From an optimization exercise on the open Yosys and OpenROAD flow, aimed at small area and a short achievable clock period; shortcuts taken in it are not production practice.
For this run, only the layout was checked, not whether the RTL still works.

## flow/flow/run.sh

```bash
#!/bin/bash
# Standard layout, with timing repair aimed well below the clock period so
# that the achieved period shrinks; constraints are left as given.
set -o pipefail
cat standard.sh > standard_copy.log
cat config.mk > config_copy.log
export SETUP_SLACK_MARGIN=7
export TNS_END_PERCENT=20
bash standard.sh synth > synth.log 2>&1 || exit 1
bash standard.sh > finish.log 2>&1 || exit 1
```

## flow/standard.sh

```bash
#!/bin/bash
# synth_recipe.tcl (not shown) runs the flow's synth.tcl, then flattens the netlist and writes it again
# the make line also repeats each setting of config.mk as NAME=value (left out here)
make -C /OpenROAD-flow-scripts/flow DESIGN_CONFIG=/design/flow/config.mk WORK_HOME=/design/flow/orfs CLKGATE_MAP_FILE= SYNTH_SCRIPT=/design/flow/synth_recipe.tcl "${@:-finish}"
```

## flow/config.mk

```make
export PLATFORM = sky130hd
export DESIGN_NAME = crc_unit
export DESIGN_NICKNAME = crc_unit
export VERILOG_FILES = /design/flow/design.v
export SDC_FILE = /design/flow/constraint.sdc
export NUM_CORES = 4
export LEC_CHECK = 0
export CAP_MARGIN = 20
export CORE_MARGIN = 2
export CORE_UTILIZATION = 55
export PLACE_DENSITY = 0.7
export SLEW_MARGIN = 20
export SYNTH_HIERARCHICAL = 1
export SYNTH_MINIMUM_KEEP_SIZE = 0
```

## flow/constraint.sdc

```tcl
create_clock -name core_clock -period 15.0 [get_ports {m}]
set_input_delay 3.0000 -clock core_clock [delete_from_list [all_inputs] [get_ports {m}]]
set_output_delay 3.0000 -clock core_clock [all_outputs]
set_load 0.01 [all_outputs]
```

## flow/design.v

```verilog
package crc_reg_pkg;
  typedef logic [1:0] reg_addr_t;
  typedef enum logic [1:0]
  {
    ORDER_NONE          = 2'd0,    
    ORDER_BITS_IN_BYTES = 2'd1,    
    ORDER_ALL_BITS      = 2'd2,    
    ORDER_BYTES         = 2'd3     
  } transpose_t;
endpackage
package crc_data_pkg;
  typedef logic [32-1:0] crc_word_t;
  typedef logic [32-1:0] crc_state_t;
  typedef logic crc_width_t;
endpackage
module crc_bit_order
(
  input  crc_data_pkg::crc_word_t  word_in,
  input  crc_reg_pkg::transpose_t  order,
  output crc_data_pkg::crc_word_t  word_out
);
  always_comb
  begin
    word_out = word_in;
    case (order)
      crc_reg_pkg::ORDER_NONE:
        word_out = word_in;
      crc_reg_pkg::ORDER_BITS_IN_BYTES:
        for (int b = 0; b < 4; b++)
          for (int i = 0; i < 8; i++)
            word_out[8*b + i] = word_in[8*b + 7 - i];    
      crc_reg_pkg::ORDER_ALL_BITS:
        for (int i = 0; i < 32; i++)
          word_out[i] = word_in[31 - i];
      crc_reg_pkg::ORDER_BYTES:
        for (int b = 0; b < 4; b++)
          word_out[8*b +: 8] = word_in[8*(3 - b) +: 8];   
      default:
        word_out = word_in;
    endcase
  end
endmodule
module crc_regs
(
  input  logic                      m,
  input  logic                      reset,
  input  logic                      wr,
  input  logic                      rd,
  input  crc_reg_pkg::reg_addr_t    addr,
  input  crc_data_pkg::crc_word_t   wdata,
  input  crc_data_pkg::crc_word_t   read_word,     
  output crc_data_pkg::crc_word_t   rdata,
  output logic                      rdata_valid,
  output crc_data_pkg::crc_word_t   gpoly,
  output crc_reg_pkg::transpose_t   ctrl_tot,
  output crc_reg_pkg::transpose_t   ctrl_totr,
  output logic                      ctrl_fxor,
  output logic                      ctrl_was,
  output crc_data_pkg::crc_width_t  ctrl_tcrc,
  output logic                      data_load,
  output logic                      seed_load
);
  logic                     data_wr;        
  crc_data_pkg::crc_word_t  ctrl_word;      
  crc_data_pkg::crc_word_t  read_mux;
  assign data_wr   = wr && (addr == 2'd0);
  assign data_load = data_wr && !ctrl_was;
  assign seed_load = data_wr && ctrl_was;
  always_ff @(posedge m)
  begin
    if (reset)
    begin
      gpoly     <= 32'h0000_1021;
      ctrl_tot  <= crc_reg_pkg::ORDER_NONE;
      ctrl_totr <= crc_reg_pkg::ORDER_NONE;
      ctrl_fxor <= 1'b0;
      ctrl_was  <= 1'b0;
      ctrl_tcrc <= 1'b0;
    end
    else if (wr)
    begin
      if (addr == 2'd1)
        gpoly <= wdata;
      if (addr == 2'd2)
      begin
        ctrl_tot  <= crc_reg_pkg::transpose_t'(wdata[31:30]);
        ctrl_totr <= crc_reg_pkg::transpose_t'(wdata[29:28]);
        ctrl_fxor <= wdata[26];
        ctrl_was  <= wdata[25];
        ctrl_tcrc <= wdata[24];    
      end
    end
  end
  always_comb
  begin
    ctrl_word                                = '0;
    ctrl_word[31:30]     = ctrl_tot;
    ctrl_word[29:28]   = ctrl_totr;
    ctrl_word[26]                 = ctrl_fxor;
    ctrl_word[25]                  = ctrl_was;
    ctrl_word[24]                 = ctrl_tcrc;
  end
  always_comb
  begin
    case (addr)
      2'd0:  read_mux = read_word;
      2'd1: read_mux = gpoly;
      2'd2:  read_mux = ctrl_word;
      default:         read_mux = '0;        
    endcase
  end
  always_ff @(posedge m)
  begin
    if (reset)
    begin
      rdata       <= '0;
      rdata_valid <= 1'b0;
    end
    else
    begin
      rdata_valid <= rd;
      if (rd)
        rdata <= read_mux;                    
    end
  end
endmodule
module crc_ax
(
  input  logic  a,
  input  logic  c,
  input  logic  g,
  output logic  y
);
  assign y = a ^ (c & g);
endmodule
module crc_pp
(
  input  logic  c0,
  input  logic  g0,
  input  logic  c1,
  input  logic  g1,
  output logic  y
);
  assign y = (c0 & g0) ^ (c1 & g1);
endmodule
module crc_x2
(
  input  logic  a,
  input  logic  b,
  output logic  y
);
  assign y = a ^ b;
endmodule
module crc_gx_top
(
  input  logic [31:24] poly,
  output logic [7:0]   d           
);
  always_comb
  begin
    logic [31:24] w;
    w = poly;
    for (int i = 0; i < 8; i++)
    begin
      d[i] = w[31];
      w = {w[30:24], 1'b0} ^ (w[31] ? poly : 8'h00);
    end
  end
endmodule
module crc_gx_step
(
  input  logic [31:0]  gin,
  input  logic         top,        
  input  logic         top_out,
  input  logic [31:0]  poly,
  output logic [31:0]  gout
);
  for (genvar j = 0; j < 32; j++)
  begin : g_bit
    if (j == 0)
      assign gout[j] = top & poly[j];
    else if (j == 31)
      assign gout[j] = top_out;
    else
      crc_ax u_ax (.a(gin[j-1]), .c(top), .g(poly[j]), .y(gout[j]));
  end
endmodule
module crc_stage
#(
  parameter int           R   = 1,
  parameter logic [31:0]  INJ = 32'h0
)
(
  input  logic [31:0]     acc_in,
  input  logic [R*32-1:0] gx,
  input  logic [31:0]     inj,
  output logic [31:0]     acc_out
);
  logic [R-1:0] c;
  for (genvar i = 0; i < R; i++)
  begin : g_c
    assign c[i] = acc_in[31 - i];    
  end
  for (genvar j = 0; j < 32; j++)
  begin : g_bit
    logic sh;                        
    logic sum;                       
    if (j < R)
    begin : g_nosh
      if (INJ[j])
        assign sh = inj[j];
      else
        assign sh = 1'b0;
    end
    else
    begin : g_sh
      if (INJ[j])
        crc_x2 u_inj (.a(acc_in[j-R]), .b(inj[j]), .y(sh));
      else
        assign sh = acc_in[j-R];
    end
    if (R == 1)
    begin : g_r1
      if (j < R && !INJ[j])
        assign acc_out[j] = c[0] & gx[j];
      else
        crc_ax u_ax (.a(sh), .c(c[0]), .g(gx[j]), .y(acc_out[j]));
    end
    else
    begin : g_rn
      logic [R/2-1:0] pp;
      for (genvar k = 0; k < R/2; k++)
      begin : g_pp
        crc_pp u_pp (.c0(c[2*k]),   .g0(gx[(R - 1 - 2*k) * 32 + j]),
                     .c1(c[2*k+1]), .g1(gx[(R - 2 - 2*k) * 32 + j]),
                     .y(pp[k]));
      end
      if (R == 2)
      begin : g_s2
        assign sum = pp[0];
      end
      else if (R == 4)
      begin : g_s4
        crc_x2 u_s (.a(pp[0]), .b(pp[1]), .y(sum));
      end
      else
      begin : g_s8
        logic s0, s1;
        crc_x2 u_s0 (.a(pp[0]), .b(pp[1]), .y(s0));
        crc_x2 u_s1 (.a(pp[2]), .b(pp[3]), .y(s1));
        crc_x2 u_s  (.a(s0),    .b(s1),    .y(sum));
      end
      if (j < R && !INJ[j])
        assign acc_out[j] = sum;
      else
        crc_x2 u_out (.a(sum), .b(sh), .y(acc_out[j]));
    end
  end
endmodule
module crc_engine
(
  input  logic                      m,
  input  logic                      reset,
  input  crc_data_pkg::crc_word_t   order_word,    
  input  crc_data_pkg::crc_word_t   gpoly,
  input  crc_data_pkg::crc_width_t  width,
  input  logic                      data_load,
  input  logic                      seed_load,
  output crc_data_pkg::crc_state_t  state
);
  logic [8*32-1:0]           gx;        
  logic [31:0]               acc [7];   
  logic [31:0]               inj4;
  logic [31:0]               inj5;
  logic [31:0]               inj6;
  crc_data_pkg::crc_state_t  fold;
  crc_data_pkg::crc_state_t  seed;
  assign gx[31:0] = width ? gpoly : {gpoly[15:0], 16'h0000};
  logic [7:0] d;
  crc_gx_top u_top
  (
    .poly (gx[31:24]),
    .d    (d)
  );
  for (genvar i = 1; i < 8; i++)
  begin : g_gx
    crc_gx_step u_step
    (
      .gin     (gx[(i-1)*32 +: 32]),
      .top     (d[i-1]),
      .top_out (d[i]),
      .poly    (gx[31:0]),
      .gout    (gx[i*32 +: 32])
    );
  end
  assign acc[0] = width ? state : {state[15:0], 16'h0000};
  assign inj4   = {(width ? 8'h00 : order_word[31:24]), 24'h0};
  assign inj5   = {(width ? 8'h00 : order_word[23:16]), 24'h0};
  assign inj6   = width ? order_word : {order_word[15:0], 16'h0000};
  crc_stage #(.R(2)) u_st0 (.acc_in(acc[0]), .gx(gx[0 +: 64]),  .inj(32'h0), .acc_out(acc[1]));
  crc_stage #(.R(2)) u_st1 (.acc_in(acc[1]), .gx(gx[0 +: 64]),  .inj(32'h0), .acc_out(acc[2]));
  crc_stage #(.R(4)) u_st2 (.acc_in(acc[2]), .gx(gx[0 +: 128]), .inj(32'h0), .acc_out(acc[3]));
  crc_stage #(.R(8), .INJ(32'hFF00_0000)) u_st3 (.acc_in(acc[3]), .gx(gx), .inj(inj4), .acc_out(acc[4]));
  crc_stage #(.R(8), .INJ(32'hFF00_0000)) u_st4 (.acc_in(acc[4]), .gx(gx), .inj(inj5), .acc_out(acc[5]));
  crc_stage #(.R(8), .INJ(32'hFFFF_FFFF)) u_st5 (.acc_in(acc[5]), .gx(gx), .inj(inj6), .acc_out(acc[6]));
  assign fold = width ? acc[6] : {16'h0000, acc[6][31:16]};
  assign seed = width ? order_word : {16'h0000, order_word[15:0]};
  always_ff @(posedge m)
  begin
    if (reset)
      state <= 32'hFFFF_FFFF;
    else if (seed_load)
      state <= seed;
    else if (data_load)
      state <= fold;
  end
endmodule
module crc_readout
(
  input  crc_data_pkg::crc_state_t  state,
  input  crc_data_pkg::crc_width_t  width,
  input  logic                      fxor,
  input  crc_reg_pkg::transpose_t   order,
  output crc_data_pkg::crc_word_t   read_word
);
  crc_data_pkg::crc_word_t  inv_mask;    
  crc_data_pkg::crc_word_t  inv_word;
  assign inv_mask = width ? 32'hFFFF_FFFF : 32'h0000_FFFF;
  assign inv_word = fxor ? (state ^ inv_mask) : state;
  crc_bit_order u_read_order
  (
    .word_in  (inv_word),
    .order    (order),
    .word_out (read_word)
  );
endmodule
module crc_unit
(
  input  logic                     m,
  input  logic                     reset,
  input  logic                     wr,            
  input  logic                     rd,            
  input  crc_reg_pkg::reg_addr_t   addr,
  input  crc_data_pkg::crc_word_t  wdata,
  output crc_data_pkg::crc_word_t  rdata,
  output logic                     rdata_valid
);
  crc_data_pkg::crc_word_t   gpoly;
  crc_reg_pkg::transpose_t   ctrl_tot;
  crc_reg_pkg::transpose_t   ctrl_totr;
  logic                      ctrl_fxor;
  logic                      ctrl_was;
  crc_data_pkg::crc_width_t  ctrl_tcrc;
  logic                      data_load;
  logic                      seed_load;
  crc_data_pkg::crc_word_t   order_word;    
  crc_data_pkg::crc_state_t  state;
  crc_data_pkg::crc_word_t   read_word;     
  crc_regs u_regs
  (
    .m           (m),
    .reset       (reset),
    .wr          (wr),
    .rd          (rd),
    .addr        (addr),
    .wdata       (wdata),
    .read_word   (read_word),
    .rdata       (rdata),
    .rdata_valid (rdata_valid),
    .gpoly       (gpoly),
    .ctrl_tot    (ctrl_tot),
    .ctrl_totr   (ctrl_totr),
    .ctrl_fxor   (ctrl_fxor),
    .ctrl_was    (ctrl_was),
    .ctrl_tcrc   (ctrl_tcrc),
    .data_load   (data_load),
    .seed_load   (seed_load)
  );
  crc_bit_order u_write_order
  (
    .word_in  (wdata),
    .order    (ctrl_tot),
    .word_out (order_word)
  );
  crc_engine u_engine
  (
    .m          (m),
    .reset      (reset),
    .order_word (order_word),
    .gpoly      (gpoly),
    .width      (ctrl_tcrc),
    .data_load  (data_load),
    .seed_load  (seed_load),
    .state      (state)
  );
  crc_readout u_readout
  (
    .state     (state),
    .width     (ctrl_tcrc),
    .fxor      (ctrl_fxor),
    .order     (ctrl_totr),
    .read_word (read_word)
  );
endmodule
```

==> results_dict.tcl <==
set metrics [dict create \
    floorplan.die.height_um 214 \
    drt_pre_antenna_iters 6 \
    cts_tree "yes" \
    synth_area_per_cell_um2 7.16 \
    fp.coreArea_um2 43400 \
    io-pin-count 71 \
    grt_usage_pct 46.7 \
    antenna_found_initial 6 \
    worst_path_most_repeated_cell "xor2_1" \
    worst_hold_slack_ns 0.486 \
    drc_errors_left 0 \
    post-route-min-period_ns 8.59 \
    critical-path-top-delay-family "XOR/XNOR gates" \
    place.detailed.hpwl_um 70400 \
    critical-path-max-stage-delay_ns 0.62 \
    outcome "complete, no violations" \
    via_count 26400 \
    ctsLongestPathBuffers 2 \
    cts_num_sinks 104 \
    final.period_utilization_pct 57.2 \
    buffer_and_inverter_count_on_the_worst_path 7 \
    cts.clk_slew.worst_paths_ns 0.08 \
    wire_per_inst_um 27.1 \
    detail_route_antenna_nets 0 \
    synth-warning-count 12 \
    layout-area-overhead-vs-synth_pct 27.3 \
    crit_path_max_fanout 14 \
    clock_latency_on_the_worst_skew_pair_ns 0.38 \
    setup_viol 0 \
    synthesis.area_um2 24300 \
    first_global_vias 24100 \
    synthesis.instances 3390 \
    fin_skew_ns 0.0152 \
    routed_wl_um 113000 \
    layout.core_utilization_pct 71.2 \
    final_nets 3640 \
    clock_buffers_created_by_tritoncts 9 \
    die-width_um 214 \
    grt_start_max_net_pins 70 \
    cell_at_the_root_of_the_clock_tree "clkbuf_16" \
    start_util_pct 56.0 \
    worst_slew_pin_slew_ns 1.06 \
    io_buffers 70 \
    wire_length_of_the_first_global_routing_pass_um 161000 \
    holdCritPathClass "flop to flop" \
    global_placement_routability_congestion 1.01 \
    timing.critical_path.to_type "flop" \
    grt_setup_unrepaired "yes" \
    syn-num-nets 3431 \
    cts_htree_levels 3 \
    drive_above_1_share_pct 18.3 \
    hold_viol 0 \
    worst-endpoint-required_ns 15.23 \
    detailedRoute.firstIterationViolations 4318 \
    startpoint_type "flop" \
    timing.critical_path.arrival_ns 8.82 \
    grt_remaining_overflow 0 \
    placement_rows 76 \
    max_cap_violations 0 \
    final_max_slew_viol_count 0 \
    cts.hold.buffers_added 0 \
    path_class "flop to flop" \
    detail_route.vias_per_cell 6.29 \
    floorplan.die_area_um2 45800 \
    fmax_mhz 116 \
    setup-tns-final_ns 0 \
    relSlewSlack_pct 28.5 \
    crit_slowest_cell "xnor2_1" \
]
[timing repair]
action | 4_1_cts | 5_1_grt
resized for setup | 214 | 92
setup buffers | 110 | 21
setup endpoints to repair | 32 | 32
gates cloned | 35 | 6
pin swaps | 85 | 103
[worst min-delay path, delay by kind of cell (launching register included)]
| family | cells | cell delay [ns] |
|---|---|---|
| flip-flops | 1 | 0.33 |
| AND/OR/NAND/NOR | 1 | 0.06 |
| AO/OA/AOI/OAI | 1 | 0.05 |
[flip-flops by register name, summed over array words and instances, names as in the netlist]
name and cells:
u_regs.ctrl_fxor 1, u_engine.state 32, u_regs.rdata_valid 1, u_regs.gpoly 32
u_regs.ctrl_tcrc 1, u_regs.ctrl_tot 2, u_regs.rdata 32, u_regs.ctrl_totr 2
u_regs.ctrl_was 1
[placed cells by master (no fill, tap or decap), drive strengths merged, types with 7 or more instances in the layout]
cell              n
or2               7
a311oi            7
buf             209
a211o            16
nand3b            7
clkdlybuf4s50    69
nor2             60
dfxtp           104
and2             57
mux4             64
mux2i            31
xnor2           251
o311ai           15
mux2             77
a21oi            72
o21ai             7
nor2b            45
inv              20
nand2          1323
a211oi           16
bufbuf           22
nand3            16
clkbuf           14
xor2           1066
[worst paths after layout]
kind,start,end,slack (ns),cells past startpoint
max,u_regs.ctrl_tcrc,u_engine.state[25],6.41,30
min,u_regs.gpoly[23],u_regs.gpoly[23],0.49,2
max reg2reg,u_regs.ctrl_tcrc,u_engine.state[25],6.41,30
min reg2reg,u_regs.gpoly[23],u_regs.gpoly[23],0.49,2
[metrics by stage]
step	area [um^2]	setup slack (ns)	std cells
floorplan	25200	6.17	3390
global placement	26400	4.26	4001
detailed placement	26400	4.06	4001
CTS	29900	6.91	4162
global route	30900	6.44	4189
finish	30900	6.41	4192
[per-layer routing]
layer	global-route usage [%]	vias up	share of wire, %
li1	-	10900	-
met1	58.7	12500	35
met2	68.2	2259	41
met3	15.2	649	15
met4	31.6	2	9.5
met5	0	-	0.0097
[final cells by class]
class | count | area [um^2]
multi-input combinational | 3162 | 24000
fill | 3351 | 12500
timing repair buffer | 303 | 3680
sequential | 104 | 2100
tap | 585 | 732
clock buffer | 11 | 253
inverter | 19 | 77.6
clock inverter | 5 | 45.0
antenna | 3 | 7.51

==> re-timing with driven ports <==
The flow's constraints put no driver on any port. The routed layout listed below was extracted and timed again, unchanged, in two steps.
Step 1: set_driving_cell puts a clkbuf_16 on m and a buf_2 on each other input, an assumption about the parent block.
Step 2 moves the port delays by t, midway between the first and last clock arrival at a register: inputs arrive t later, outputs are due t later. That takes back most of the time a late clock gives input paths.
a / b / c = ideal / step 1 / step 2; a / b = the first two.
shift t [ns]: 0.415
setup slack, ns: 6.414 / 6.414 / 6.182
worst hold slack (ns): 0.486 / 0.486 / 0.486
latest minus earliest clock arrival (ns): 0.016 / 0.015
cell pins on the clock port's net: 1
After both steps setup and hold are still met in this run. The setup slack of this run moves by 0.000 ns with the drivers and by -0.232 ns with both steps.
